This is an optimization exercise on Yosys and OpenROAD, whose aim is small area and a short achievable clock period, not a production implementation.
Only simulation tests tie the RTL to the original design; equivalence was not proved.
Power is estimated from default activity; no workload was simulated.

$ cat flow/flow/run.sh
#!/bin/bash
# The standard layout (standard.sh: ORFS synthesis to final layout), with two changes:
# - the ports are buffered with the smallest plain buffer, sky130_fd_sc_hd__buf_1, instead
#   of the delay cell buffer_ports picks by default (every port still gets its own buffer);
# - flow/fastroute.tcl holds back more met1 from the global router.
# ORFS writes each step's full log under orfs/logs/; make's own output goes to standard.log.
set -euo pipefail
export BUFFER_PORTS_ARGS="-buffer_cell sky130_fd_sc_hd__buf_1"
export FASTROUTE_TCL="$PWD/flow/fastroute.tcl"
bash standard.sh > standard.log 2>&1
$ cat flow/flow/fastroute.tcl
# Global routing layers as the platform's fastroute.tcl sets them, but with less of met1
# offered to the global router (60% instead of 20% held back; met2 35%), leaving met1 room for the
# detailed router's pin access in the dense adder-tree regions.
set_global_routing_layer_adjustment $::env(MIN_ROUTING_LAYER)-$::env(MAX_ROUTING_LAYER) 0.2
set_global_routing_layer_adjustment met1 0.6
set_global_routing_layer_adjustment met2 0.35

set_routing_layers -clock $::env(MIN_CLK_ROUTING_LAYER)-$::env(MAX_ROUTING_LAYER)
set_routing_layers -signal $::env(MIN_ROUTING_LAYER)-$::env(MAX_ROUTING_LAYER)
$ cat flow/standard.sh
#!/bin/bash
# synth_recipe.tcl (not shown) runs the flow's synth.tcl, then flattens the netlist and writes it again
# the make line also repeats each setting of config.mk as NAME=value (left out here)
make -C /OpenROAD-flow-scripts/flow DESIGN_CONFIG=/design/flow/config.mk WORK_HOME=/design/flow/orfs CLKGATE_MAP_FILE= SYNTH_SCRIPT=/design/flow/synth_recipe.tcl "${@:-finish}"
$ cat flow/config.mk
export PLATFORM = sky130hd
export DESIGN_NAME = matrix_mul
export DESIGN_NICKNAME = matrix_mul
export VERILOG_FILES = /design/flow/design.v
export SDC_FILE = /design/flow/constraint.sdc
export NUM_CORES = 4
export LEC_CHECK = 0
export ABC_CLOCK_PERIOD_IN_PS = 3500
export CAP_MARGIN = 20
export CELL_PAD_IN_SITES_DETAIL_PLACEMENT = 1
export CELL_PAD_IN_SITES_GLOBAL_PLACEMENT = 1
export CORE_MARGIN = 2
export CORE_UTILIZATION = 40
export SETUP_SLACK_MARGIN = 5
export SLEW_MARGIN = 20
export SYNTH_HIERARCHICAL = 1
export SYNTH_MINIMUM_KEEP_SIZE = 0
$ cat flow/constraint.sdc
create_clock -name core_clock -period 8.5 [get_ports {clk}]
set_input_delay 1.7000 -clock core_clock [delete_from_list [all_inputs] [get_ports {clk}]]
set_output_delay 1.7000 -clock core_clock [all_outputs]
set_load 0.01 [all_outputs]
$ cat flow/design.v
package matrix_mul_pkg;
  localparam int N  = 4;
  localparam int DW = 8;
  localparam int OW = 16;
  typedef logic [DW-1:0] elem_t;
  typedef logic [OW-1:0] res_t;
  function automatic integer idx(input integer i, input integer j);
    idx = i * N + j;
  endfunction
endpackage
module matrix_mul_fa (
  input  logic a,
  input  logic b,
  input  logic c,
  output logic s,
  output logic co
);
  assign s  = a ^ b ^ c;
  assign co = (a & b) | (a & c) | (b & c);
endmodule
module matrix_mul_xnor (
  input  logic a,
  input  logic b,
  output logic y
);
  assign y = ~(a ^ b);
endmodule
module matrix_mul_or (
  input  logic a,
  input  logic b,
  output logic y
);
  assign y = a | b;
endmodule
module matrix_mul_dot_a (
  input  logic [31:0] r,      
  input  logic [35:0] rt,     
  input  logic [47:0] cs,     
  output logic [42:0] x_o
);
  logic p0_0_0;
  logic p0_0_1;
  logic p0_0_2;
  logic p0_0_3;
  logic p0_0_4;
  logic p0_0_5;
  logic p0_0_6;
  logic p0_0_7;
  logic p0_0_8;
  logic p0_0_9;
  logic p0_1_0;
  logic p0_1_1;
  logic p0_1_2;
  logic p0_1_3;
  logic p0_1_4;
  logic p0_1_5;
  logic p0_1_6;
  logic p0_1_7;
  logic p0_1_8;
  logic p0_1_9;
  logic p0_2_0;
  logic p0_2_1;
  logic p0_2_2;
  logic p0_2_3;
  logic p0_2_4;
  logic p0_2_5;
  logic p0_2_6;
  logic p0_2_7;
  logic p0_2_8;
  logic p0_2_9;
  logic p0_3_0;
  logic p0_3_1;
  logic p0_3_2;
  logic p0_3_3;
  logic p0_3_4;
  logic p0_3_5;
  logic p0_3_6;
  logic p0_3_7;
  logic p0_3_8;
  logic p0_3_9;
  logic p1_0_0;
  logic p1_0_1;
  logic p1_0_2;
  logic p1_0_3;
  logic p1_0_4;
  logic p1_0_5;
  logic p1_0_6;
  logic p1_0_7;
  logic p1_0_8;
  logic p1_0_9;
  logic p1_1_0;
  logic p1_1_1;
  logic p1_1_2;
  logic p1_1_3;
  logic p1_1_4;
  logic p1_1_5;
  logic p1_1_6;
  logic p1_1_7;
  logic p1_1_8;
  logic p1_1_9;
  logic p1_2_0;
  logic p1_2_1;
  logic p1_2_2;
  logic p1_2_3;
  logic p1_2_4;
  logic p1_2_5;
  logic p1_2_6;
  logic p1_2_7;
  logic p1_2_8;
  logic p1_2_9;
  logic p1_3_0;
  logic p1_3_1;
  logic p1_3_2;
  logic p1_3_3;
  logic p1_3_4;
  logic p1_3_5;
  logic p1_3_6;
  logic p1_3_7;
  logic p1_3_8;
  logic p1_3_9;
  logic p2_0_0;
  logic p2_0_1;
  logic p2_0_2;
  logic p2_0_3;
  logic p2_0_4;
  logic p2_0_5;
  logic p2_0_6;
  logic p2_0_7;
  logic p2_0_8;
  logic p2_0_9;
  logic p2_1_0;
  logic p2_1_1;
  logic p2_1_2;
  logic p2_1_3;
  logic p2_1_4;
  logic p2_1_5;
  logic p2_1_6;
  logic p2_1_7;
  logic p2_1_8;
  logic p2_1_9;
  logic p2_2_0;
  logic p2_2_1;
  logic p2_2_2;
  logic p2_2_3;
  logic p2_2_4;
  logic p2_2_5;
  logic p2_2_6;
  logic p2_2_7;
  logic p2_2_8;
  logic p2_2_9;
  logic p2_3_0;
  logic p2_3_1;
  logic p2_3_2;
  logic p2_3_3;
  logic p2_3_4;
  logic p2_3_5;
  logic p2_3_6;
  logic p2_3_7;
  logic p2_3_8;
  logic p2_3_9;
  logic p3_0_0;
  logic p3_0_1;
  logic p3_0_2;
  logic p3_0_3;
  logic p3_0_4;
  logic p3_0_5;
  logic p3_0_6;
  logic p3_0_7;
  logic p3_0_8;
  logic p3_0_9;
  logic p3_1_0;
  logic p3_1_1;
  logic p3_1_2;
  logic p3_1_3;
  logic p3_1_4;
  logic p3_1_5;
  logic p3_1_6;
  logic p3_1_7;
  logic p3_1_8;
  logic p3_1_9;
  logic p3_2_0;
  logic p3_2_1;
  logic p3_2_2;
  logic p3_2_3;
  logic p3_2_4;
  logic p3_2_5;
  logic p3_2_6;
  logic p3_2_7;
  logic p3_2_8;
  logic p3_2_9;
  logic p3_3_0;
  logic p3_3_1;
  logic p3_3_2;
  logic p3_3_3;
  logic p3_3_4;
  logic p3_3_5;
  logic p3_3_6;
  logic p3_3_7;
  logic p3_3_8;
  logic p3_3_9;
  logic t1;
  logic t2;
  logic t3;
  logic t4;
  logic t5;
  logic t6;
  logic t7;
  logic t8;
  logic t9;
  logic t10;
  logic t11;
  logic t12;
  logic t13;
  logic t14;
  logic t15;
  logic t16;
  logic t17;
  logic t18;
  logic t19;
  logic t20;
  logic t21;
  logic t22;
  logic t23;
  logic t24;
  logic t25;
  logic t26;
  logic t27;
  logic t28;
  logic t29;
  logic t30;
  logic t31;
  logic t32;
  logic t33;
  logic t34;
  logic t35;
  logic t36;
  logic t37;
  logic t38;
  logic t39;
  logic t40;
  logic t41;
  logic t42;
  logic t43;
  logic t44;
  logic t45;
  logic t46;
  logic t47;
  logic t48;
  logic t49;
  logic t50;
  logic t51;
  logic t52;
  logic t53;
  logic t54;
  logic t55;
  logic t56;
  logic t57;
  logic t58;
  logic t59;
  logic t60;
  logic t61;
  logic t62;
  logic t63;
  logic t64;
  logic t65;
  logic t66;
  logic t67;
  logic t68;
  logic t69;
  logic t70;
  logic t71;
  logic t72;
  logic t73;
  logic t74;
  logic t75;
  logic t76;
  logic t77;
  logic t78;
  logic t79;
  logic t80;
  logic t81;
  logic t82;
  logic t83;
  logic t84;
  logic t85;
  logic t86;
  logic t87;
  logic t88;
  logic t89;
  logic t90;
  logic t91;
  logic t92;
  logic t93;
  logic t94;
  logic t95;
  logic t96;
  logic t97;
  logic t98;
  logic t99;
  logic t100;
  logic t101;
  logic t102;
  logic t103;
  logic t104;
  logic t105;
  logic t106;
  logic t107;
  logic t108;
  logic t109;
  logic t110;
  logic t111;
  logic t112;
  logic t113;
  logic t114;
  logic t115;
  logic t116;
  logic t117;
  logic t118;
  logic t119;
  logic t120;
  logic t121;
  logic t122;
  logic t123;
  logic t124;
  logic t125;
  logic t126;
  logic t127;
  logic t128;
  logic t129;
  logic t130;
  logic t131;
  logic t132;
  logic t133;
  logic t134;
  logic t135;
  logic t136;
  logic t137;
  logic t138;
  logic t139;
  logic t140;
  logic t141;
  logic t142;
  logic t143;
  logic t144;
  logic t145;
  logic t146;
  logic t147;
  logic t148;
  logic t149;
  logic t150;
  logic t151;
  logic t152;
  logic t153;
  logic t154;
  logic t155;
  logic t156;
  logic t157;
  logic t158;
  logic t159;
  logic t160;
  logic t161;
  logic t162;
  logic t163;
  logic t164;
  logic t165;
  logic t166;
  logic t167;
  logic t168;
  logic t169;
  logic t170;
  logic t171;
  logic t172;
  logic t173;
  logic t174;
  logic t175;
  logic t176;
  logic t177;
  logic t178;
  logic t179;
  logic t180;
  logic t181;
  logic t182;
  logic t183;
  logic t184;
  logic t185;
  logic t186;
  logic t187;
  logic t188;
  logic t189;
  logic t190;
  logic t191;
  logic t192;
  logic t193;
  logic t194;
  logic t195;
  logic t196;
  logic t197;
  logic t198;
  logic t199;
  logic t200;
  logic t201;
  logic t202;
  logic t203;
  logic t204;
  logic t205;
  logic t206;
  logic t207;
  logic t208;
  logic t209;
  logic t210;
  logic t211;
  logic t212;
  logic t213;
  logic t214;
  logic t215;
  logic t216;
  logic t217;
  logic t218;
  logic t219;
  logic t220;
  logic t221;
  logic t222;
  logic t223;
  logic t224;
  logic t225;
  logic t226;
  logic t227;
  logic t228;
  logic t229;
  assign p0_0_0 = ~((cs[0] & r[0]) | (cs[2] & r[0]));
  assign p0_0_1 = ~((cs[0] & r[1]) | (cs[1] & r[0]) | (cs[2] & rt[0]));
  assign p0_0_2 = ~((cs[0] & r[2]) | (cs[1] & r[1]) | (cs[2] & rt[1]));
  assign p0_0_3 = ~((cs[0] & r[3]) | (cs[1] & r[2]) | (cs[2] & rt[2]));
  assign p0_0_4 = ~((cs[0] & r[4]) | (cs[1] & r[3]) | (cs[2] & rt[3]));
  assign p0_0_5 = ~((cs[0] & r[5]) | (cs[1] & r[4]) | (cs[2] & rt[4]));
  assign p0_0_6 = ~((cs[0] & r[6]) | (cs[1] & r[5]) | (cs[2] & rt[5]));
  assign p0_0_7 = ~((cs[0] & r[7]) | (cs[1] & r[6]) | (cs[2] & rt[6]));
  assign p0_0_8 = ~((cs[1] & r[7]) | (cs[2] & rt[7]));
  assign p0_0_9 = ~((cs[2] & rt[8]));
  assign p0_1_0 = ~((cs[3] & r[0]) | (cs[5] & r[0]));
  assign p0_1_1 = ~((cs[3] & r[1]) | (cs[4] & r[0]) | (cs[5] & rt[0]));
  assign p0_1_2 = ~((cs[3] & r[2]) | (cs[4] & r[1]) | (cs[5] & rt[1]));
  assign p0_1_3 = ~((cs[3] & r[3]) | (cs[4] & r[2]) | (cs[5] & rt[2]));
  assign p0_1_4 = ~((cs[3] & r[4]) | (cs[4] & r[3]) | (cs[5] & rt[3]));
  assign p0_1_5 = ~((cs[3] & r[5]) | (cs[4] & r[4]) | (cs[5] & rt[4]));
  assign p0_1_6 = ~((cs[3] & r[6]) | (cs[4] & r[5]) | (cs[5] & rt[5]));
  assign p0_1_7 = ~((cs[3] & r[7]) | (cs[4] & r[6]) | (cs[5] & rt[6]));
  assign p0_1_8 = ~((cs[4] & r[7]) | (cs[5] & rt[7]));
  assign p0_1_9 = ~((cs[5] & rt[8]));
  assign p0_2_0 = ~((cs[6] & r[0]) | (cs[8] & r[0]));
  assign p0_2_1 = ~((cs[6] & r[1]) | (cs[7] & r[0]) | (cs[8] & rt[0]));
  assign p0_2_2 = ~((cs[6] & r[2]) | (cs[7] & r[1]) | (cs[8] & rt[1]));
  assign p0_2_3 = ~((cs[6] & r[3]) | (cs[7] & r[2]) | (cs[8] & rt[2]));
  assign p0_2_4 = ~((cs[6] & r[4]) | (cs[7] & r[3]) | (cs[8] & rt[3]));
  assign p0_2_5 = ~((cs[6] & r[5]) | (cs[7] & r[4]) | (cs[8] & rt[4]));
  assign p0_2_6 = ~((cs[6] & r[6]) | (cs[7] & r[5]) | (cs[8] & rt[5]));
  assign p0_2_7 = ~((cs[6] & r[7]) | (cs[7] & r[6]) | (cs[8] & rt[6]));
  assign p0_2_8 = ~((cs[7] & r[7]) | (cs[8] & rt[7]));
  assign p0_2_9 = ~((cs[8] & rt[8]));
  assign p0_3_0 = ~((cs[9] & r[0]) | (cs[11] & r[0]));
  assign p0_3_1 = ~((cs[9] & r[1]) | (cs[10] & r[0]) | (cs[11] & rt[0]));
  assign p0_3_2 = ~((cs[9] & r[2]) | (cs[10] & r[1]) | (cs[11] & rt[1]));
  assign p0_3_3 = ~((cs[9] & r[3]) | (cs[10] & r[2]) | (cs[11] & rt[2]));
  assign p0_3_4 = ~((cs[9] & r[4]) | (cs[10] & r[3]) | (cs[11] & rt[3]));
  assign p0_3_5 = ~((cs[9] & r[5]) | (cs[10] & r[4]) | (cs[11] & rt[4]));
  assign p0_3_6 = ~((cs[9] & r[6]) | (cs[10] & r[5]) | (cs[11] & rt[5]));
  assign p0_3_7 = ~((cs[9] & r[7]) | (cs[10] & r[6]) | (cs[11] & rt[6]));
  assign p0_3_8 = ~((cs[10] & r[7]) | (cs[11] & rt[7]));
  assign p0_3_9 = ~((cs[11] & rt[8]));
  assign p1_0_0 = ~((cs[12] & r[8]) | (cs[14] & r[8]));
  assign p1_0_1 = ~((cs[12] & r[9]) | (cs[13] & r[8]) | (cs[14] & rt[9]));
  assign p1_0_2 = ~((cs[12] & r[10]) | (cs[13] & r[9]) | (cs[14] & rt[10]));
  assign p1_0_3 = ~((cs[12] & r[11]) | (cs[13] & r[10]) | (cs[14] & rt[11]));
  assign p1_0_4 = ~((cs[12] & r[12]) | (cs[13] & r[11]) | (cs[14] & rt[12]));
  assign p1_0_5 = ~((cs[12] & r[13]) | (cs[13] & r[12]) | (cs[14] & rt[13]));
  assign p1_0_6 = ~((cs[12] & r[14]) | (cs[13] & r[13]) | (cs[14] & rt[14]));
  assign p1_0_7 = ~((cs[12] & r[15]) | (cs[13] & r[14]) | (cs[14] & rt[15]));
  assign p1_0_8 = ~((cs[13] & r[15]) | (cs[14] & rt[16]));
  assign p1_0_9 = ~((cs[14] & rt[17]));
  assign p1_1_0 = ~((cs[15] & r[8]) | (cs[17] & r[8]));
  assign p1_1_1 = ~((cs[15] & r[9]) | (cs[16] & r[8]) | (cs[17] & rt[9]));
  assign p1_1_2 = ~((cs[15] & r[10]) | (cs[16] & r[9]) | (cs[17] & rt[10]));
  assign p1_1_3 = ~((cs[15] & r[11]) | (cs[16] & r[10]) | (cs[17] & rt[11]));
  assign p1_1_4 = ~((cs[15] & r[12]) | (cs[16] & r[11]) | (cs[17] & rt[12]));
  assign p1_1_5 = ~((cs[15] & r[13]) | (cs[16] & r[12]) | (cs[17] & rt[13]));
  assign p1_1_6 = ~((cs[15] & r[14]) | (cs[16] & r[13]) | (cs[17] & rt[14]));
  assign p1_1_7 = ~((cs[15] & r[15]) | (cs[16] & r[14]) | (cs[17] & rt[15]));
  assign p1_1_8 = ~((cs[16] & r[15]) | (cs[17] & rt[16]));
  assign p1_1_9 = ~((cs[17] & rt[17]));
  assign p1_2_0 = ~((cs[18] & r[8]) | (cs[20] & r[8]));
  assign p1_2_1 = ~((cs[18] & r[9]) | (cs[19] & r[8]) | (cs[20] & rt[9]));
  assign p1_2_2 = ~((cs[18] & r[10]) | (cs[19] & r[9]) | (cs[20] & rt[10]));
  assign p1_2_3 = ~((cs[18] & r[11]) | (cs[19] & r[10]) | (cs[20] & rt[11]));
  assign p1_2_4 = ~((cs[18] & r[12]) | (cs[19] & r[11]) | (cs[20] & rt[12]));
  assign p1_2_5 = ~((cs[18] & r[13]) | (cs[19] & r[12]) | (cs[20] & rt[13]));
  assign p1_2_6 = ~((cs[18] & r[14]) | (cs[19] & r[13]) | (cs[20] & rt[14]));
  assign p1_2_7 = ~((cs[18] & r[15]) | (cs[19] & r[14]) | (cs[20] & rt[15]));
  assign p1_2_8 = ~((cs[19] & r[15]) | (cs[20] & rt[16]));
  assign p1_2_9 = ~((cs[20] & rt[17]));
  assign p1_3_0 = ~((cs[21] & r[8]) | (cs[23] & r[8]));
  assign p1_3_1 = ~((cs[21] & r[9]) | (cs[22] & r[8]) | (cs[23] & rt[9]));
  assign p1_3_2 = ~((cs[21] & r[10]) | (cs[22] & r[9]) | (cs[23] & rt[10]));
  assign p1_3_3 = ~((cs[21] & r[11]) | (cs[22] & r[10]) | (cs[23] & rt[11]));
  assign p1_3_4 = ~((cs[21] & r[12]) | (cs[22] & r[11]) | (cs[23] & rt[12]));
  assign p1_3_5 = ~((cs[21] & r[13]) | (cs[22] & r[12]) | (cs[23] & rt[13]));
  assign p1_3_6 = ~((cs[21] & r[14]) | (cs[22] & r[13]) | (cs[23] & rt[14]));
  assign p1_3_7 = ~((cs[21] & r[15]) | (cs[22] & r[14]) | (cs[23] & rt[15]));
  assign p1_3_8 = ~((cs[22] & r[15]) | (cs[23] & rt[16]));
  assign p1_3_9 = ~((cs[23] & rt[17]));
  assign p2_0_0 = ~((cs[24] & r[16]) | (cs[26] & r[16]));
  assign p2_0_1 = ~((cs[24] & r[17]) | (cs[25] & r[16]) | (cs[26] & rt[18]));
  assign p2_0_2 = ~((cs[24] & r[18]) | (cs[25] & r[17]) | (cs[26] & rt[19]));
  assign p2_0_3 = ~((cs[24] & r[19]) | (cs[25] & r[18]) | (cs[26] & rt[20]));
  assign p2_0_4 = ~((cs[24] & r[20]) | (cs[25] & r[19]) | (cs[26] & rt[21]));
  assign p2_0_5 = ~((cs[24] & r[21]) | (cs[25] & r[20]) | (cs[26] & rt[22]));
  assign p2_0_6 = ~((cs[24] & r[22]) | (cs[25] & r[21]) | (cs[26] & rt[23]));
  assign p2_0_7 = ~((cs[24] & r[23]) | (cs[25] & r[22]) | (cs[26] & rt[24]));
  assign p2_0_8 = ~((cs[25] & r[23]) | (cs[26] & rt[25]));
  assign p2_0_9 = ~((cs[26] & rt[26]));
  assign p2_1_0 = ~((cs[27] & r[16]) | (cs[29] & r[16]));
  assign p2_1_1 = ~((cs[27] & r[17]) | (cs[28] & r[16]) | (cs[29] & rt[18]));
  assign p2_1_2 = ~((cs[27] & r[18]) | (cs[28] & r[17]) | (cs[29] & rt[19]));
  assign p2_1_3 = ~((cs[27] & r[19]) | (cs[28] & r[18]) | (cs[29] & rt[20]));
  assign p2_1_4 = ~((cs[27] & r[20]) | (cs[28] & r[19]) | (cs[29] & rt[21]));
  assign p2_1_5 = ~((cs[27] & r[21]) | (cs[28] & r[20]) | (cs[29] & rt[22]));
  assign p2_1_6 = ~((cs[27] & r[22]) | (cs[28] & r[21]) | (cs[29] & rt[23]));
  assign p2_1_7 = ~((cs[27] & r[23]) | (cs[28] & r[22]) | (cs[29] & rt[24]));
  assign p2_1_8 = ~((cs[28] & r[23]) | (cs[29] & rt[25]));
  assign p2_1_9 = ~((cs[29] & rt[26]));
  assign p2_2_0 = ~((cs[30] & r[16]) | (cs[32] & r[16]));
  assign p2_2_1 = ~((cs[30] & r[17]) | (cs[31] & r[16]) | (cs[32] & rt[18]));
  assign p2_2_2 = ~((cs[30] & r[18]) | (cs[31] & r[17]) | (cs[32] & rt[19]));
  assign p2_2_3 = ~((cs[30] & r[19]) | (cs[31] & r[18]) | (cs[32] & rt[20]));
  assign p2_2_4 = ~((cs[30] & r[20]) | (cs[31] & r[19]) | (cs[32] & rt[21]));
  assign p2_2_5 = ~((cs[30] & r[21]) | (cs[31] & r[20]) | (cs[32] & rt[22]));
  assign p2_2_6 = ~((cs[30] & r[22]) | (cs[31] & r[21]) | (cs[32] & rt[23]));
  assign p2_2_7 = ~((cs[30] & r[23]) | (cs[31] & r[22]) | (cs[32] & rt[24]));
  assign p2_2_8 = ~((cs[31] & r[23]) | (cs[32] & rt[25]));
  assign p2_2_9 = ~((cs[32] & rt[26]));
  assign p2_3_0 = ~((cs[33] & r[16]) | (cs[35] & r[16]));
  assign p2_3_1 = ~((cs[33] & r[17]) | (cs[34] & r[16]) | (cs[35] & rt[18]));
  assign p2_3_2 = ~((cs[33] & r[18]) | (cs[34] & r[17]) | (cs[35] & rt[19]));
  assign p2_3_3 = ~((cs[33] & r[19]) | (cs[34] & r[18]) | (cs[35] & rt[20]));
  assign p2_3_4 = ~((cs[33] & r[20]) | (cs[34] & r[19]) | (cs[35] & rt[21]));
  assign p2_3_5 = ~((cs[33] & r[21]) | (cs[34] & r[20]) | (cs[35] & rt[22]));
  assign p2_3_6 = ~((cs[33] & r[22]) | (cs[34] & r[21]) | (cs[35] & rt[23]));
  assign p2_3_7 = ~((cs[33] & r[23]) | (cs[34] & r[22]) | (cs[35] & rt[24]));
  assign p2_3_8 = ~((cs[34] & r[23]) | (cs[35] & rt[25]));
  assign p2_3_9 = ~((cs[35] & rt[26]));
  assign p3_0_0 = ~((cs[36] & r[24]) | (cs[38] & r[24]));
  assign p3_0_1 = ~((cs[36] & r[25]) | (cs[37] & r[24]) | (cs[38] & rt[27]));
  assign p3_0_2 = ~((cs[36] & r[26]) | (cs[37] & r[25]) | (cs[38] & rt[28]));
  assign p3_0_3 = ~((cs[36] & r[27]) | (cs[37] & r[26]) | (cs[38] & rt[29]));
  assign p3_0_4 = ~((cs[36] & r[28]) | (cs[37] & r[27]) | (cs[38] & rt[30]));
  assign p3_0_5 = ~((cs[36] & r[29]) | (cs[37] & r[28]) | (cs[38] & rt[31]));
  assign p3_0_6 = ~((cs[36] & r[30]) | (cs[37] & r[29]) | (cs[38] & rt[32]));
  assign p3_0_7 = ~((cs[36] & r[31]) | (cs[37] & r[30]) | (cs[38] & rt[33]));
  assign p3_0_8 = ~((cs[37] & r[31]) | (cs[38] & rt[34]));
  assign p3_0_9 = ~((cs[38] & rt[35]));
  assign p3_1_0 = ~((cs[39] & r[24]) | (cs[41] & r[24]));
  assign p3_1_1 = ~((cs[39] & r[25]) | (cs[40] & r[24]) | (cs[41] & rt[27]));
  assign p3_1_2 = ~((cs[39] & r[26]) | (cs[40] & r[25]) | (cs[41] & rt[28]));
  assign p3_1_3 = ~((cs[39] & r[27]) | (cs[40] & r[26]) | (cs[41] & rt[29]));
  assign p3_1_4 = ~((cs[39] & r[28]) | (cs[40] & r[27]) | (cs[41] & rt[30]));
  assign p3_1_5 = ~((cs[39] & r[29]) | (cs[40] & r[28]) | (cs[41] & rt[31]));
  assign p3_1_6 = ~((cs[39] & r[30]) | (cs[40] & r[29]) | (cs[41] & rt[32]));
  assign p3_1_7 = ~((cs[39] & r[31]) | (cs[40] & r[30]) | (cs[41] & rt[33]));
  assign p3_1_8 = ~((cs[40] & r[31]) | (cs[41] & rt[34]));
  assign p3_1_9 = ~((cs[41] & rt[35]));
  assign p3_2_0 = ~((cs[42] & r[24]) | (cs[44] & r[24]));
  assign p3_2_1 = ~((cs[42] & r[25]) | (cs[43] & r[24]) | (cs[44] & rt[27]));
  assign p3_2_2 = ~((cs[42] & r[26]) | (cs[43] & r[25]) | (cs[44] & rt[28]));
  assign p3_2_3 = ~((cs[42] & r[27]) | (cs[43] & r[26]) | (cs[44] & rt[29]));
  assign p3_2_4 = ~((cs[42] & r[28]) | (cs[43] & r[27]) | (cs[44] & rt[30]));
  assign p3_2_5 = ~((cs[42] & r[29]) | (cs[43] & r[28]) | (cs[44] & rt[31]));
  assign p3_2_6 = ~((cs[42] & r[30]) | (cs[43] & r[29]) | (cs[44] & rt[32]));
  assign p3_2_7 = ~((cs[42] & r[31]) | (cs[43] & r[30]) | (cs[44] & rt[33]));
  assign p3_2_8 = ~((cs[43] & r[31]) | (cs[44] & rt[34]));
  assign p3_2_9 = ~((cs[44] & rt[35]));
  assign p3_3_0 = ~((cs[45] & r[24]) | (cs[47] & r[24]));
  assign p3_3_1 = ~((cs[45] & r[25]) | (cs[46] & r[24]) | (cs[47] & rt[27]));
  assign p3_3_2 = ~((cs[45] & r[26]) | (cs[46] & r[25]) | (cs[47] & rt[28]));
  assign p3_3_3 = ~((cs[45] & r[27]) | (cs[46] & r[26]) | (cs[47] & rt[29]));
  assign p3_3_4 = ~((cs[45] & r[28]) | (cs[46] & r[27]) | (cs[47] & rt[30]));
  assign p3_3_5 = ~((cs[45] & r[29]) | (cs[46] & r[28]) | (cs[47] & rt[31]));
  assign p3_3_6 = ~((cs[45] & r[30]) | (cs[46] & r[29]) | (cs[47] & rt[32]));
  assign p3_3_7 = ~((cs[45] & r[31]) | (cs[46] & r[30]) | (cs[47] & rt[33]));
  assign p3_3_8 = ~((cs[46] & r[31]) | (cs[47] & rt[34]));
  assign p3_3_9 = ~((cs[47] & rt[35]));
  matrix_mul_fa u_t1 (.a(p0_0_0), .b(p1_0_0), .c(p2_0_0), .s(t1), .co(t2));
  matrix_mul_xnor u_t3 (.a(p3_0_0), .b(t1), .y(t3));
  matrix_mul_or u_t4 (.a(p3_0_0), .b(t1), .y(t4));
  matrix_mul_fa u_t5 (.a(p0_0_1), .b(p1_0_1), .c(p2_0_1), .s(t5), .co(t6));
  matrix_mul_fa u_t7 (.a(p3_0_1), .b(t2), .c(t5), .s(t7), .co(t8));
  matrix_mul_xnor u_t9 (.a(t4), .b(t7), .y(t9));
  matrix_mul_or u_t10 (.a(t4), .b(t7), .y(t10));
  matrix_mul_fa u_t11 (.a(p0_0_2), .b(p0_1_0), .c(p1_0_2), .s(t11), .co(t12));
  matrix_mul_fa u_t13 (.a(p1_1_0), .b(p2_0_2), .c(p2_1_0), .s(t13), .co(t14));
  matrix_mul_fa u_t15 (.a(p3_0_2), .b(p3_1_0), .c(t6), .s(t15), .co(t16));
  matrix_mul_fa u_t17 (.a(t11), .b(t13), .c(t15), .s(t17), .co(t18));
  matrix_mul_fa u_t19 (.a(t8), .b(t10), .c(t17), .s(t19), .co(t20));
  matrix_mul_fa u_t21 (.a(p0_0_3), .b(p0_1_1), .c(p1_0_3), .s(t21), .co(t22));
  matrix_mul_fa u_t23 (.a(p1_1_1), .b(p2_0_3), .c(p2_1_1), .s(t23), .co(t24));
  matrix_mul_fa u_t25 (.a(p3_0_3), .b(p3_1_1), .c(t12), .s(t25), .co(t26));
  matrix_mul_fa u_t27 (.a(t14), .b(t21), .c(t23), .s(t27), .co(t28));
  matrix_mul_fa u_t29 (.a(t16), .b(t25), .c(t27), .s(t29), .co(t30));
  matrix_mul_fa u_t31 (.a(p0_0_4), .b(p0_1_2), .c(p0_2_0), .s(t31), .co(t32));
  matrix_mul_fa u_t33 (.a(p1_0_4), .b(p1_1_2), .c(p1_2_0), .s(t33), .co(t34));
  matrix_mul_fa u_t35 (.a(p2_0_4), .b(p2_1_2), .c(p2_2_0), .s(t35), .co(t36));
  matrix_mul_fa u_t37 (.a(p3_0_4), .b(p3_1_2), .c(p3_2_0), .s(t37), .co(t38));
  matrix_mul_fa u_t39 (.a(t22), .b(t24), .c(t31), .s(t39), .co(t40));
  matrix_mul_fa u_t41 (.a(t33), .b(t35), .c(t37), .s(t41), .co(t42));
  matrix_mul_fa u_t43 (.a(t26), .b(t28), .c(t39), .s(t43), .co(t44));
  matrix_mul_fa u_t45 (.a(p0_0_5), .b(p0_1_3), .c(p0_2_1), .s(t45), .co(t46));
  matrix_mul_fa u_t47 (.a(p1_0_5), .b(p1_1_3), .c(p1_2_1), .s(t47), .co(t48));
  matrix_mul_fa u_t49 (.a(p2_0_5), .b(p2_1_3), .c(p2_2_1), .s(t49), .co(t50));
  matrix_mul_fa u_t51 (.a(p3_0_5), .b(p3_1_3), .c(p3_2_1), .s(t51), .co(t52));
  matrix_mul_fa u_t53 (.a(t32), .b(t34), .c(t36), .s(t53), .co(t54));
  matrix_mul_fa u_t55 (.a(t38), .b(t45), .c(t47), .s(t55), .co(t56));
  matrix_mul_fa u_t57 (.a(t49), .b(t51), .c(t40), .s(t57), .co(t58));
  matrix_mul_fa u_t59 (.a(t42), .b(t53), .c(t55), .s(t59), .co(t60));
  matrix_mul_fa u_t61 (.a(p0_0_6), .b(p0_1_4), .c(p0_2_2), .s(t61), .co(t62));
  matrix_mul_fa u_t63 (.a(p0_3_0), .b(p1_0_6), .c(p1_1_4), .s(t63), .co(t64));
  matrix_mul_fa u_t65 (.a(p1_2_2), .b(p1_3_0), .c(p2_0_6), .s(t65), .co(t66));
  matrix_mul_fa u_t67 (.a(p2_1_4), .b(p2_2_2), .c(p2_3_0), .s(t67), .co(t68));
  matrix_mul_fa u_t69 (.a(p3_0_6), .b(p3_1_4), .c(p3_2_2), .s(t69), .co(t70));
  matrix_mul_fa u_t71 (.a(p3_3_0), .b(t46), .c(t48), .s(t71), .co(t72));
  matrix_mul_fa u_t73 (.a(t50), .b(t52), .c(t61), .s(t73), .co(t74));
  matrix_mul_fa u_t75 (.a(t63), .b(t65), .c(t67), .s(t75), .co(t76));
  matrix_mul_fa u_t77 (.a(t69), .b(t54), .c(t56), .s(t77), .co(t78));
  matrix_mul_fa u_t79 (.a(t71), .b(t73), .c(t75), .s(t79), .co(t80));
  matrix_mul_fa u_t81 (.a(t58), .b(t60), .c(t77), .s(t81), .co(t82));
  matrix_mul_fa u_t83 (.a(p0_0_7), .b(p0_1_5), .c(p0_2_3), .s(t83), .co(t84));
  matrix_mul_fa u_t85 (.a(p0_3_1), .b(p1_0_7), .c(p1_1_5), .s(t85), .co(t86));
  matrix_mul_fa u_t87 (.a(p1_2_3), .b(p1_3_1), .c(p2_0_7), .s(t87), .co(t88));
  matrix_mul_fa u_t89 (.a(p2_1_5), .b(p2_2_3), .c(p2_3_1), .s(t89), .co(t90));
  matrix_mul_fa u_t91 (.a(p3_0_7), .b(p3_1_5), .c(p3_2_3), .s(t91), .co(t92));
  matrix_mul_fa u_t93 (.a(p3_3_1), .b(t62), .c(t64), .s(t93), .co(t94));
  matrix_mul_fa u_t95 (.a(t66), .b(t68), .c(t70), .s(t95), .co(t96));
  matrix_mul_fa u_t97 (.a(t83), .b(t85), .c(t87), .s(t97), .co(t98));
  matrix_mul_fa u_t99 (.a(t89), .b(t91), .c(t72), .s(t99), .co(t100));
  matrix_mul_fa u_t101 (.a(t74), .b(t76), .c(t93), .s(t101), .co(t102));
  matrix_mul_fa u_t103 (.a(t95), .b(t97), .c(t78), .s(t103), .co(t104));
  matrix_mul_fa u_t105 (.a(t99), .b(t101), .c(t80), .s(t105), .co(t106));
  matrix_mul_fa u_t107 (.a(p0_0_8), .b(p0_1_6), .c(p0_2_4), .s(t107), .co(t108));
  matrix_mul_fa u_t109 (.a(p0_3_2), .b(p1_0_8), .c(p1_1_6), .s(t109), .co(t110));
  matrix_mul_fa u_t111 (.a(p1_2_4), .b(p1_3_2), .c(p2_0_8), .s(t111), .co(t112));
  matrix_mul_fa u_t113 (.a(p2_1_6), .b(p2_2_4), .c(p2_3_2), .s(t113), .co(t114));
  matrix_mul_fa u_t115 (.a(p3_0_8), .b(p3_1_6), .c(p3_2_4), .s(t115), .co(t116));
  matrix_mul_fa u_t117 (.a(p3_3_2), .b(t84), .c(t86), .s(t117), .co(t118));
  matrix_mul_fa u_t119 (.a(t88), .b(t90), .c(t92), .s(t119), .co(t120));
  matrix_mul_fa u_t121 (.a(t107), .b(t109), .c(t111), .s(t121), .co(t122));
  matrix_mul_fa u_t123 (.a(t113), .b(t115), .c(t94), .s(t123), .co(t124));
  matrix_mul_fa u_t125 (.a(t96), .b(t117), .c(t119), .s(t125), .co(t126));
  matrix_mul_fa u_t127 (.a(t98), .b(t121), .c(t100), .s(t127), .co(t128));
  matrix_mul_fa u_t129 (.a(t102), .b(t123), .c(t125), .s(t129), .co(t130));
  matrix_mul_fa u_t131 (.a(p0_0_9), .b(p0_1_7), .c(p0_2_5), .s(t131), .co(t132));
  matrix_mul_fa u_t133 (.a(p0_3_3), .b(p1_0_9), .c(p1_1_7), .s(t133), .co(t134));
  matrix_mul_fa u_t135 (.a(p1_2_5), .b(p1_3_3), .c(p2_0_9), .s(t135), .co(t136));
  matrix_mul_fa u_t137 (.a(p2_1_7), .b(p2_2_5), .c(p2_3_3), .s(t137), .co(t138));
  matrix_mul_fa u_t139 (.a(p3_0_9), .b(p3_1_7), .c(p3_2_5), .s(t139), .co(t140));
  matrix_mul_fa u_t141 (.a(p3_3_3), .b(t108), .c(t110), .s(t141), .co(t142));
  matrix_mul_fa u_t143 (.a(t112), .b(t114), .c(t116), .s(t143), .co(t144));
  matrix_mul_fa u_t145 (.a(t131), .b(t133), .c(t135), .s(t145), .co(t146));
  matrix_mul_fa u_t147 (.a(t137), .b(t139), .c(t118), .s(t147), .co(t148));
  matrix_mul_fa u_t149 (.a(t120), .b(t122), .c(t141), .s(t149), .co(t150));
  matrix_mul_fa u_t151 (.a(t143), .b(t145), .c(t124), .s(t151), .co(t152));
  matrix_mul_fa u_t153 (.a(t126), .b(t147), .c(t149), .s(t153), .co(t154));
  matrix_mul_fa u_t155 (.a(p0_1_8), .b(p0_2_6), .c(p0_3_4), .s(t155), .co(t156));
  matrix_mul_fa u_t157 (.a(p1_1_8), .b(p1_2_6), .c(p1_3_4), .s(t157), .co(t158));
  matrix_mul_fa u_t159 (.a(p2_1_8), .b(p2_2_6), .c(p2_3_4), .s(t159), .co(t160));
  matrix_mul_fa u_t161 (.a(p3_1_8), .b(p3_2_6), .c(p3_3_4), .s(t161), .co(t162));
  matrix_mul_fa u_t163 (.a(t132), .b(t134), .c(t136), .s(t163), .co(t164));
  matrix_mul_fa u_t165 (.a(t138), .b(t140), .c(t155), .s(t165), .co(t166));
  matrix_mul_fa u_t167 (.a(t157), .b(t159), .c(t161), .s(t167), .co(t168));
  matrix_mul_fa u_t169 (.a(t142), .b(t144), .c(t146), .s(t169), .co(t170));
  matrix_mul_fa u_t171 (.a(t163), .b(t165), .c(t167), .s(t171), .co(t172));
  matrix_mul_fa u_t173 (.a(t148), .b(t150), .c(t169), .s(t173), .co(t174));
  matrix_mul_fa u_t175 (.a(p0_1_9), .b(p0_2_7), .c(p0_3_5), .s(t175), .co(t176));
  matrix_mul_fa u_t177 (.a(p1_1_9), .b(p1_2_7), .c(p1_3_5), .s(t177), .co(t178));
  matrix_mul_fa u_t179 (.a(p2_1_9), .b(p2_2_7), .c(p2_3_5), .s(t179), .co(t180));
  matrix_mul_fa u_t181 (.a(p3_1_9), .b(p3_2_7), .c(p3_3_5), .s(t181), .co(t182));
  matrix_mul_fa u_t183 (.a(t156), .b(t158), .c(t160), .s(t183), .co(t184));
  matrix_mul_fa u_t185 (.a(t162), .b(t175), .c(t177), .s(t185), .co(t186));
  matrix_mul_fa u_t187 (.a(t179), .b(t181), .c(t164), .s(t187), .co(t188));
  matrix_mul_fa u_t189 (.a(t166), .b(t168), .c(t183), .s(t189), .co(t190));
  matrix_mul_fa u_t191 (.a(t185), .b(t170), .c(t187), .s(t191), .co(t192));
  matrix_mul_fa u_t193 (.a(p0_2_8), .b(p0_3_6), .c(p1_2_8), .s(t193), .co(t194));
  matrix_mul_fa u_t195 (.a(p1_3_6), .b(p2_2_8), .c(p2_3_6), .s(t195), .co(t196));
  matrix_mul_fa u_t197 (.a(p3_2_8), .b(p3_3_6), .c(t176), .s(t197), .co(t198));
  matrix_mul_fa u_t199 (.a(t178), .b(t180), .c(t182), .s(t199), .co(t200));
  matrix_mul_fa u_t201 (.a(t193), .b(t195), .c(t184), .s(t201), .co(t202));
  matrix_mul_fa u_t203 (.a(t186), .b(t197), .c(t199), .s(t203), .co(t204));
  matrix_mul_fa u_t205 (.a(t188), .b(t190), .c(t201), .s(t205), .co(t206));
  matrix_mul_fa u_t207 (.a(p0_2_9), .b(p0_3_7), .c(p1_2_9), .s(t207), .co(t208));
  matrix_mul_fa u_t209 (.a(p1_3_7), .b(p2_2_9), .c(p2_3_7), .s(t209), .co(t210));
  matrix_mul_fa u_t211 (.a(p3_2_9), .b(p3_3_7), .c(t194), .s(t211), .co(t212));
  matrix_mul_fa u_t213 (.a(t196), .b(t207), .c(t209), .s(t213), .co(t214));
  matrix_mul_fa u_t215 (.a(t198), .b(t200), .c(t211), .s(t215), .co(t216));
  matrix_mul_fa u_t217 (.a(t213), .b(t202), .c(t204), .s(t217), .co(t218));
  matrix_mul_fa u_t219 (.a(p0_3_8), .b(p1_3_8), .c(p2_3_8), .s(t219), .co(t220));
  matrix_mul_fa u_t221 (.a(p3_3_8), .b(t208), .c(t210), .s(t221), .co(t222));
  matrix_mul_fa u_t223 (.a(t219), .b(t212), .c(t214), .s(t223), .co(t224));
  matrix_mul_fa u_t225 (.a(t221), .b(t216), .c(t223), .s(t225), .co(t226));
  assign t227 = p0_3_9 ^ p1_3_9 ^ p2_3_9;
  assign t228 = p3_3_9 ^ t220 ^ t227;
  assign t229 = t222 ^ t228 ^ t224;
  assign x_o[0] = t3;
  assign x_o[1] = t9;
  assign x_o[2] = t19;
  assign x_o[3] = t18;
  assign x_o[4] = t29;
  assign x_o[5] = t20;
  assign x_o[6] = t41;
  assign x_o[7] = t30;
  assign x_o[8] = t43;
  assign x_o[9] = t44;
  assign x_o[10] = t57;
  assign x_o[11] = t59;
  assign x_o[12] = t79;
  assign x_o[13] = t81;
  assign x_o[14] = t103;
  assign x_o[15] = t82;
  assign x_o[16] = t105;
  assign x_o[17] = t127;
  assign x_o[18] = t104;
  assign x_o[19] = t106;
  assign x_o[20] = t129;
  assign x_o[21] = t128;
  assign x_o[22] = t151;
  assign x_o[23] = t130;
  assign x_o[24] = t153;
  assign x_o[25] = t171;
  assign x_o[26] = t152;
  assign x_o[27] = t154;
  assign x_o[28] = t173;
  assign x_o[29] = t172;
  assign x_o[30] = t189;
  assign x_o[31] = t174;
  assign x_o[32] = t191;
  assign x_o[33] = t203;
  assign x_o[34] = t192;
  assign x_o[35] = t205;
  assign x_o[36] = t215;
  assign x_o[37] = t206;
  assign x_o[38] = t217;
  assign x_o[39] = t218;
  assign x_o[40] = t225;
  assign x_o[41] = t226;
  assign x_o[42] = t229;
endmodule
module matrix_mul_dot_b (
  input  logic [42:0] x_i,
  output logic [15:0] dot_o
);
  logic [15:0] u, v;
  logic t1;
  logic t2;
  logic t3;
  logic t4;
  logic t5;
  logic t6;
  logic t7;
  logic t8;
  logic t9;
  logic t10;
  logic t11;
  logic t12;
  logic t13;
  logic t14;
  logic t15;
  logic t16;
  logic t17;
  logic t18;
  logic t19;
  logic t20;
  logic t21;
  logic t22;
  logic t23;
  logic t24;
  logic t25;
  logic t26;
  logic t27;
  logic t28;
  logic t29;
  logic t30;
  logic t31;
  logic t32;
  logic t33;
  logic t34;
  logic t35;
  logic t36;
  logic t37;
  matrix_mul_xnor u_t1 (.a(x_i[17]), .b(x_i[18]), .y(t1));
  matrix_mul_or u_t2 (.a(x_i[17]), .b(x_i[18]), .y(t2));
  matrix_mul_fa u_t3 (.a(x_i[21]), .b(x_i[22]), .c(x_i[23]), .s(t3), .co(t4));
  matrix_mul_fa u_t5 (.a(x_i[25]), .b(x_i[26]), .c(x_i[27]), .s(t5), .co(t6));
  matrix_mul_fa u_t7 (.a(x_i[29]), .b(x_i[30]), .c(x_i[31]), .s(t7), .co(t8));
  matrix_mul_xnor u_t9 (.a(x_i[33]), .b(x_i[34]), .y(t9));
  matrix_mul_or u_t10 (.a(x_i[33]), .b(x_i[34]), .y(t10));
  matrix_mul_xnor u_t11 (.a(x_i[36]), .b(x_i[37]), .y(t11));
  matrix_mul_or u_t12 (.a(x_i[36]), .b(x_i[37]), .y(t12));
  matrix_mul_xnor u_t13 (.a(x_i[3]), .b(x_i[4]), .y(t13));
  matrix_mul_or u_t14 (.a(x_i[3]), .b(x_i[4]), .y(t14));
  matrix_mul_fa u_t15 (.a(x_i[6]), .b(x_i[7]), .c(x_i[8]), .s(t15), .co(t16));
  matrix_mul_fa u_t17 (.a(x_i[9]), .b(x_i[10]), .c(x_i[11]), .s(t17), .co(t18));
  matrix_mul_xnor u_t19 (.a(x_i[12]), .b(x_i[13]), .y(t19));
  matrix_mul_or u_t20 (.a(x_i[12]), .b(x_i[13]), .y(t20));
  matrix_mul_fa u_t21 (.a(x_i[14]), .b(x_i[15]), .c(x_i[16]), .s(t21), .co(t22));
  matrix_mul_fa u_t23 (.a(x_i[19]), .b(x_i[20]), .c(t1), .s(t23), .co(t24));
  matrix_mul_fa u_t25 (.a(x_i[24]), .b(t3), .c(t2), .s(t25), .co(t26));
  matrix_mul_fa u_t27 (.a(x_i[28]), .b(t5), .c(t4), .s(t27), .co(t28));
  matrix_mul_fa u_t29 (.a(x_i[32]), .b(t7), .c(t6), .s(t29), .co(t30));
  matrix_mul_fa u_t31 (.a(x_i[35]), .b(t9), .c(t8), .s(t31), .co(t32));
  matrix_mul_fa u_t33 (.a(x_i[38]), .b(t11), .c(t10), .s(t33), .co(t34));
  matrix_mul_fa u_t35 (.a(x_i[39]), .b(x_i[40]), .c(t12), .s(t35), .co(t36));
  assign t37 = ~(x_i[41] ^ x_i[42]);
  assign u[0] = x_i[0];
  assign v[0] = 1'b1;
  assign u[1] = x_i[1];
  assign v[1] = 1'b1;
  assign u[2] = x_i[2];
  assign v[2] = 1'b1;
  assign u[3] = x_i[5];
  assign v[3] = t13;
  assign u[4] = t15;
  assign v[4] = t14;
  assign u[5] = t17;
  assign v[5] = t16;
  assign u[6] = t19;
  assign v[6] = t18;
  assign u[7] = t21;
  assign v[7] = t20;
  assign u[8] = t23;
  assign v[8] = t22;
  assign u[9] = t25;
  assign v[9] = t24;
  assign u[10] = t27;
  assign v[10] = t26;
  assign u[11] = t29;
  assign v[11] = t28;
  assign u[12] = t31;
  assign v[12] = t30;
  assign u[13] = t33;
  assign v[13] = t32;
  assign u[14] = t35;
  assign v[14] = t34;
  assign u[15] = t37;
  assign v[15] = t36;
  logic [15:0] g, p, cy;
  assign g = u & v;
  assign p = u ^ v;
  logic pg1;
  assign pg1 = g[0] | (p[0] & 1'b1);
  logic pg2;
  assign pg2 = g[2] | (p[2] & g[1]);
  logic pp2;
  assign pp2 = p[2] & p[1];
  logic pg3;
  assign pg3 = g[4] | (p[4] & g[3]);
  logic pp3;
  assign pp3 = p[4] & p[3];
  logic pg4;
  assign pg4 = g[6] | (p[6] & g[5]);
  logic pp4;
  assign pp4 = p[6] & p[5];
  logic pg5;
  assign pg5 = g[8] | (p[8] & g[7]);
  logic pp5;
  assign pp5 = p[8] & p[7];
  logic pg6;
  assign pg6 = g[10] | (p[10] & g[9]);
  logic pp6;
  assign pp6 = p[10] & p[9];
  logic pg7;
  assign pg7 = g[12] | (p[12] & g[11]);
  logic pp7;
  assign pp7 = p[12] & p[11];
  logic pg8;
  assign pg8 = g[14] | (p[14] & g[13]);
  logic pp8;
  assign pp8 = p[14] & p[13];
  logic pg9;
  assign pg9 = g[1] | (p[1] & pg1);
  logic pg10;
  assign pg10 = pg2 | (pp2 & pg1);
  logic pg11;
  assign pg11 = g[5] | (p[5] & pg3);
  logic pp11;
  assign pp11 = p[5] & pp3;
  logic pg12;
  assign pg12 = pg4 | (pp4 & pg3);
  logic pp12;
  assign pp12 = pp4 & pp3;
  logic pg13;
  assign pg13 = g[9] | (p[9] & pg5);
  logic pp13;
  assign pp13 = p[9] & pp5;
  logic pg14;
  assign pg14 = pg6 | (pp6 & pg5);
  logic pp14;
  assign pp14 = pp6 & pp5;
  logic pg15;
  assign pg15 = g[13] | (p[13] & pg7);
  logic pp15;
  assign pp15 = p[13] & pp7;
  logic pg16;
  assign pg16 = pg8 | (pp8 & pg7);
  logic pp16;
  assign pp16 = pp8 & pp7;
  logic pg17;
  assign pg17 = g[3] | (p[3] & pg10);
  logic pg18;
  assign pg18 = pg3 | (pp3 & pg10);
  logic pg19;
  assign pg19 = pg11 | (pp11 & pg10);
  logic pg20;
  assign pg20 = pg12 | (pp12 & pg10);
  logic pg21;
  assign pg21 = g[11] | (p[11] & pg14);
  logic pp21;
  assign pp21 = p[11] & pp14;
  logic pg22;
  assign pg22 = pg7 | (pp7 & pg14);
  logic pp22;
  assign pp22 = pp7 & pp14;
  logic pg23;
  assign pg23 = pg15 | (pp15 & pg14);
  logic pp23;
  assign pp23 = pp15 & pp14;
  logic pg24;
  assign pg24 = pg16 | (pp16 & pg14);
  logic pp24;
  assign pp24 = pp16 & pp14;
  logic pg25;
  assign pg25 = g[7] | (p[7] & pg20);
  logic pg26;
  assign pg26 = pg5 | (pp5 & pg20);
  logic pg27;
  assign pg27 = pg13 | (pp13 & pg20);
  logic pg28;
  assign pg28 = pg14 | (pp14 & pg20);
  logic pg29;
  assign pg29 = pg21 | (pp21 & pg20);
  logic pg30;
  assign pg30 = pg22 | (pp22 & pg20);
  logic pg31;
  assign pg31 = pg23 | (pp23 & pg20);
  logic pg32;
  assign pg32 = pg24 | (pp24 & pg20);
  assign cy[0] = 1'b1;
  assign cy[1] = pg1;
  assign cy[2] = pg9;
  assign cy[3] = pg10;
  assign cy[4] = pg17;
  assign cy[5] = pg18;
  assign cy[6] = pg19;
  assign cy[7] = pg20;
  assign cy[8] = pg25;
  assign cy[9] = pg26;
  assign cy[10] = pg27;
  assign cy[11] = pg28;
  assign cy[12] = pg29;
  assign cy[13] = pg30;
  assign cy[14] = pg31;
  assign cy[15] = pg32;
  assign cy[0] = 1'b1;
  assign dot_o = ~(p ^ cy);
endmodule
module matrix_mul
#(
  parameter int N  = matrix_mul_pkg::N,
  parameter int DW = matrix_mul_pkg::DW,
  parameter int OW = matrix_mul_pkg::OW
) (
  input  logic              clk,
  input  logic              rst_n,
  input  logic              in_valid,
  input  logic [N*N*DW-1:0] a_i,
  input  logic [N*N*DW-1:0] b_i,
  output logic              out_valid,
  output logic [N*N*OW-1:0] y_o
);
  localparam int MW = N * N * DW;
  localparam int YW = N * N * OW;
  localparam int XW = 43;
  logic              v1_q, v2_q, v3_q;
  logic [MW-1:0]     a_q;
  logic [N*N*9-1:0]  t_d, t_q;      
  logic [N*N*12-1:0] s_d, s_q;      
  logic [N*N*XW-1:0] x_d, x_q;
  logic [YW-1:0]     y_d, y_q;
  for (genvar e = 0; e < N * N; e++) begin : g_elem
    logic [9:0] a3;
    assign a3 = {2'b00, a_i[e*DW +: DW]} + {1'b0, a_i[e*DW +: DW], 1'b0};
    assign t_d[e*9 +: 9] = a3[9:1];
    for (genvar m = 0; m < 4; m++) begin : g_dig
      logic [1:0] dg;
      assign dg = b_i[e*DW + 2*m +: 2];
      assign s_d[e*12 + m*3 + 0] = (dg == 2'd1);
      assign s_d[e*12 + m*3 + 1] = (dg == 2'd2);
      assign s_d[e*12 + m*3 + 2] = (dg == 2'd3);
    end
  end
  always_ff @(posedge clk or negedge rst_n) begin
    if (!rst_n) begin
      v1_q <= 1'b0;
      v2_q <= 1'b0;
      v3_q <= 1'b0;
    end else begin
      v1_q <= in_valid;
      v2_q <= v1_q;
      v3_q <= v2_q;
    end
  end
  always_ff @(posedge clk) begin
    a_q <= a_i;
    t_q <= t_d;
    s_q <= s_d;
    x_q <= x_d;
    y_q <= y_d;
  end
  for (genvar i = 0; i < N; i++) begin : g_row
    for (genvar j = 0; j < N; j++) begin : g_col
      logic [N*12-1:0] cs;
      for (genvar k = 0; k < N; k++) begin : g_k
        assign cs[k*12 +: 12] = s_q[(k*N+j)*12 +: 12];
      end
      matrix_mul_dot_a u_a (
        .r  (a_q[i*N*DW +: N*DW]),
        .rt (t_q[i*N*9 +: N*9]),
        .cs (cs),
        .x_o(x_d[(i*N+j)*XW +: XW])
      );
      matrix_mul_dot_b u_b (
        .x_i  (x_q[(i*N+j)*XW +: XW]),
        .dot_o(y_d[(i*N+j)*OW +: OW])
      );
    end
  end
  assign y_o       = y_q;
  assign out_valid = v3_q;
endmodule
==> run summary <==
Run status:
- The run finished with no timing, DRC or antenna violations.

Worst setup path:
- The critical register-to-register path endpoint is x_q[622]$_DFF_P_.
- Together, buffers and inverters on the worst path number 1.
- The destination of the critical timing path is x_q[622]$_DFF_P_.
- For the worst setup path, the data arrival time is 4.33 ns.
- The worst register-to-register path begins at s_q[129]$_DFF_P_.
- The critical path's largest stage delay is 0.74 ns.
- The setup slack on the worst flop-to-flop path is 4.94 ns.
- By instance count, the cell type seen most on the critical path is sky130_fd_sc_hd__fa_1.
- The kind of start point of the critical path is a register.
- The worst setup path is captured at a register.
- The total stage count of the critical path is 6.
- The required time of the worst setup path is 9.27 ns.
- The slowest stage of the critical path is the sky130_fd_sc_hd__buf_4 cell.
- The worst-case reg-to-reg path depth is 6.
- Along the worst path, the maximum fanout reaches 32.
- Traced cell by cell, the critical path runs through buf_4 > a222oi_1 > fa_1 > fa_1 > fa_1 > fa_1.
- The cell family contributing the most delay on the critical path is adder cells.
- In this run the worst setup path begins at s_q[129]$_DFF_P_.
- The worst setup path category is reg -> reg.

Finish:
- The sequential cells in the finished layout cover a total of 28700 um^2.
- The number of fill cells is 30300.
- For this run, the post-layout net count is 11800.
- In the layout the commonest cells are 2029 x sky130_fd_sc_hd__fa_1, 1792 x sky130_fd_sc_hd__a222oi_1, 1214 x sky130_fd_sc_hd__dfxtp_1, 515 x sky130_fd_sc_hd__buf_1, 336 x sky130_fd_sc_hd__ha_1.
- The growth of design area from synthesis to finish is 6.67%.
- The multi-input combinational cell area is 78900 um^2.
- Of the cells placed in the final design, the portion with a size suffix greater than 1 is 11.2%.
- The leading cell type in the layout, fill and taps excluded is sky130_fd_sc_hd__fa_1.
- The final core area utilization is 42.9%.

Clocking:
- The clock reaches the later pin of the worst-skew pair after 0.95 ns.
- The CTS sink count is 1411.
- TritonCTS built the clock tree.
- The library cell used as clock root buffer is sky130_fd_sc_hd__clkbuf_16.
- The count of hold buffers inserted by post-cts repair is 0.
- The H-tree was split into 4 levels.
- Buffers inserted during clock tree synthesis total 175.
- The clock passes through at most 4 buffers.
- After clock tree synthesis, the clock-pin slew on the worst setup and hold paths is 0.06 ns.

STA:
- The portion of the clock cycle consumed by the worst path in the final layout is 41.8%.
- The highest attainable clock frequency is 281 MHz.
- The worst pin sits at a relative slew slack of 19.2%.
- Setup violations remaining at the end of the flow were counted as 0.
- For the final database, setup skew stands at 0.0667 ns.
- The clock period could shrink to 3.56 ns.
- Setup repair after global routing left no endpoint under its margin.
- The final-report max-slew violation count is 0.
- The final number of hold-violating endpoints was 0.
- The slew at the pin with the worst max-slew slack is 1.21 ns.
- The final total negative setup slack is 0 ns.

Placed design:
- The congestion estimate from routability-driven global placement came to 1.02.
- The half-perimeter wire length of the detailed placement result is 373000 um.
- Input and output buffers added on the ports amount to 515.

Detailed routing:
- The total DRC errors in the routed layout is 0.
- The routed length per instance is 48.6 um.
- The number of DRC violations after detailed-routing iteration 0 is 14000.
- In the routed layout, each cell is associated on average with a via count of 7.59.
- In this run the remaining antenna-violating nets after routing total 0.
- For this run, the detailed router's first-pass iteration total came to 23.
- The final route contains 101000 vias.
- Wires add up to 647000 um.

GRT:
- The total congestion overflow after global routing is 0.
- The initial antenna violation count was 92.
- Global routing used 56.9% of the available tracks across all layers.
- The number of global-route vias before repair is 124000.
- Entering global routing, the biggest net connects 41 pins.
- The first-pass GRT wire length is 902000 um.

Worst hold path:
- The worst hold path belongs to the class reg -> reg.
- Along the worst hold path, the cell count comes to 1.

Power:
- In this run the power density over the cells is 471 nW/um^2.
- In this run the static leakage power is 42.1 nW.
- IR analysis of the VDD net gives a maximum drop of 0.517 mV.

Synth:
- The sequential cell area fraction in the yosys report is 24.2%.
- The synthesized design spends more area on one cell type than any other, namely sky130_fd_sc_hd__fa_1.
- For this run, the leading register cell type out of synthesis is sky130_fd_sc_hd__dfxtp_1.
- The post-synth net total is 12400.
- Yosys mapped a number of flops with a built-in enable equal to 0.
- The total number of yosys warnings is 7.
- Yosys attributes the largest share of cell area to sky130_fd_sc_hd__fa_1 35%, sky130_fd_sc_hd__dfxtp_1 24%, sky130_fd_sc_hd__a222oi_1 15%.
- The distinct cell type count after synthesis is 55.
- In this run the cell area of the synthesized design comes to 117000 um^2.
- The fraction of post-synthesis cell area in the top cell type by area is 34.8%.
- The number of flip-flops and latches in the synthesized netlist is 1411.
- After synthesis, the mean cell area works out to 12.0 um^2.
- The number of instances in the synthesized netlist is 9783.
- The proportion of register bits with asynchronous set or reset after synthesis is 0.213%.

Job:
- The reported max-cap violation count is 0.

Die:
- The initial core utilization is 40.2%.
- In this run the core area contains 198 standard-cell rows.
- The total area inside the core boundary comes to 291000 um^2.
- The I/O pin count is 516.
- The floorplan step set the die height to 545 um.
- The overall die width is 545 um.
- The die footprint is 297000 um^2.
logic make-up (layout without fill, tap and decap cells):
logic type	count (synthesis)	after routing	synth area share, %
xor gates and xnor gates	415	415	3.40
and+or+nand+nor	906	906	4.28
buffers and inverters	1846	1368	8.45
adders and majority gates	2368	2368	38.4
DFF	1411	1411	24.2
AOI/OAI and AO/OA	2821	2821	21.3
other	16	122	0.0513
cells in the mapped netlist (32+ instances only):
cell type and n:
sky130_fd_sc_hd__or2_2 32, sky130_fd_sc_hd__buf_4 688, sky130_fd_sc_hd__buf_6 48, sky130_fd_sc_hd__a21oi_1 137, sky130_fd_sc_hd__xnor2_1 242, sky130_fd_sc_hd__o21bai_1 43
sky130_fd_sc_hd__xor2_1 141, sky130_fd_sc_hd__and2_1 80, sky130_fd_sc_hd__nor2_1 98, sky130_fd_sc_hd__fa_1 2032, sky130_fd_sc_hd__or2_1 112, sky130_fd_sc_hd__nor3_1 32
sky130_fd_sc_hd__o21a_1 49, sky130_fd_sc_hd__o21ai_0 305, sky130_fd_sc_hd__a21o_1 37, sky130_fd_sc_hd__inv_1 182, sky130_fd_sc_hd__nor2b_1 150, sky130_fd_sc_hd__ha_1 336
sky130_fd_sc_hd__dfxtp_1 1408, sky130_fd_sc_hd__clkbuf_1 912, sky130_fd_sc_hd__nand2_1 256, sky130_fd_sc_hd__a22oi_1 256, sky130_fd_sc_hd__a222oi_1 1792
worst register-to-register path, cell delays in order (launching register included):
cell and delay [ns]:
sky130_fd_sc_hd__dfxtp_2 0.31, sky130_fd_sc_hd__buf_4 0.74, sky130_fd_sc_hd__a222oi_1 0.35, sky130_fd_sc_hd__fa_1 0.50, sky130_fd_sc_hd__fa_1 0.60, sky130_fd_sc_hd__fa_1 0.46, sky130_fd_sc_hd__fa_1 0.47
worst min path at each step:
stage | startpoint | end
final | x_q[172]$_DFF_P_ | y_q[64]$_DFF_P_
after global routing | x_q[172]$_DFF_P_ | y_q[64]$_DFF_P_
after global placement | v2_q$_DFF_PN0_ | v3_q$_DFF_PN0_
after detailed placement | v2_q$_DFF_PN0_ | v3_q$_DFF_PN0_
after floorplan | v1_q$_DFF_PN0_ | v2_q$_DFF_PN0_
after CTS | x_q[172]$_DFF_P_ | y_q[64]$_DFF_P_
sequential cells by signal (all words and copies together), names as in the netlist:
register / flops
x_q: 688
y_q: 256
s_q: 192
t_q: 144
a_q: 128
v1_q: 1
v2_q: 1
v3_q: 1
Yosys stat by module, one instance, submodules excluded:
module	flip-flops and latches	cells inside	times used
matrix_mul_dot_b	0	70	16
matrix_mul_xnor	0	1	112
matrix_mul_dot_a	0	269	16
matrix_mul_or	0	1	112
matrix_mul	1411	2151	1
matrix_mul_fa	0	1	1984
report_power, final:
group | switching [W] | internal, W | leakage, nW
Sequential | 0.00204 | 0.00988 | 11.9
Combinational | 0.0234 | 0.0153 | 27.2
Clock | 0.00340 | 0.00486 | 3.01
through the flow:
| step | total power [W] | hold slack (ns) | std cells | setup slack, ns | cell area (um^2) |
|---|---|---|---|---|---|
| after global routing | 0.0631 | 0.364 | 13300 | 4.96 | 125000 |
| after global placement | 0.0486 | 0.337 | 12900 | 4.70 | 117000 |
| after CTS | 0.0581 | 0.346 | 13200 | 5.00 | 124000 |
| after detailed placement | 0.0495 | 0.342 | 12900 | 4.88 | 117000 |
| final | 0.0588 | 0.345 | 13300 | 4.94 | 125000 |
| after floorplan | 0.0405 | 0.331 | 9783 | 5.32 | 117000 |
per-layer routing:
layer	wire, um	GRT usage [%]	part of all wire (%)
met5	7280	21.1	1.1
met1	184000	64.7	28
met3	142000	53.0	22
met4	73700	46.1	11
met2	240000	65.9	37
cell type report:
type | count | share of cell area [%]
sequential | 1411 | 23.0
antenna | 106 | 0.213
inverter | 182 | 0.547
clock inverter | 101 | 1.14
multi-input combinational | 6526 | 63.2
timing repair buffer | 867 | 4.14
tap | 3900 | 3.91
clock buffer | 218 | 3.81
what timing repair did:
| item | CTS | global route |
|---|---|---|
| setup endpoints to repair | 57 | 242 |
| cloned | 0 | 3 |
| pin swaps | 0 | 10 |
| buffers inserted | 0 | 14 |
| gates resized for setup | 23 | 216 |

==> afterwards: timing with drivers on the ports <==
In the flow no input, the clock included, has a driving cell. The finished layout below was timed again as built, in two steps. Step 1, drivers: a clkbuf_16 drives clk and a buf_2 each remaining input, both assumed. Step 2 also shifts input and output timing later by t, the mid clock arrival at the registers, as if the neighbouring blocks saw the same clock. Three values: no drivers, after step 1, after step 2; two values: the first two.
t, ns: 1.033
slack for setup (ns): 4.944 / 4.944 / 4.838
worst setup path after step 2: input to register
After both steps this run still meets setup and hold. The setup slack of this run moves by 0.000 ns with the drivers and by -0.106 ns with both steps.
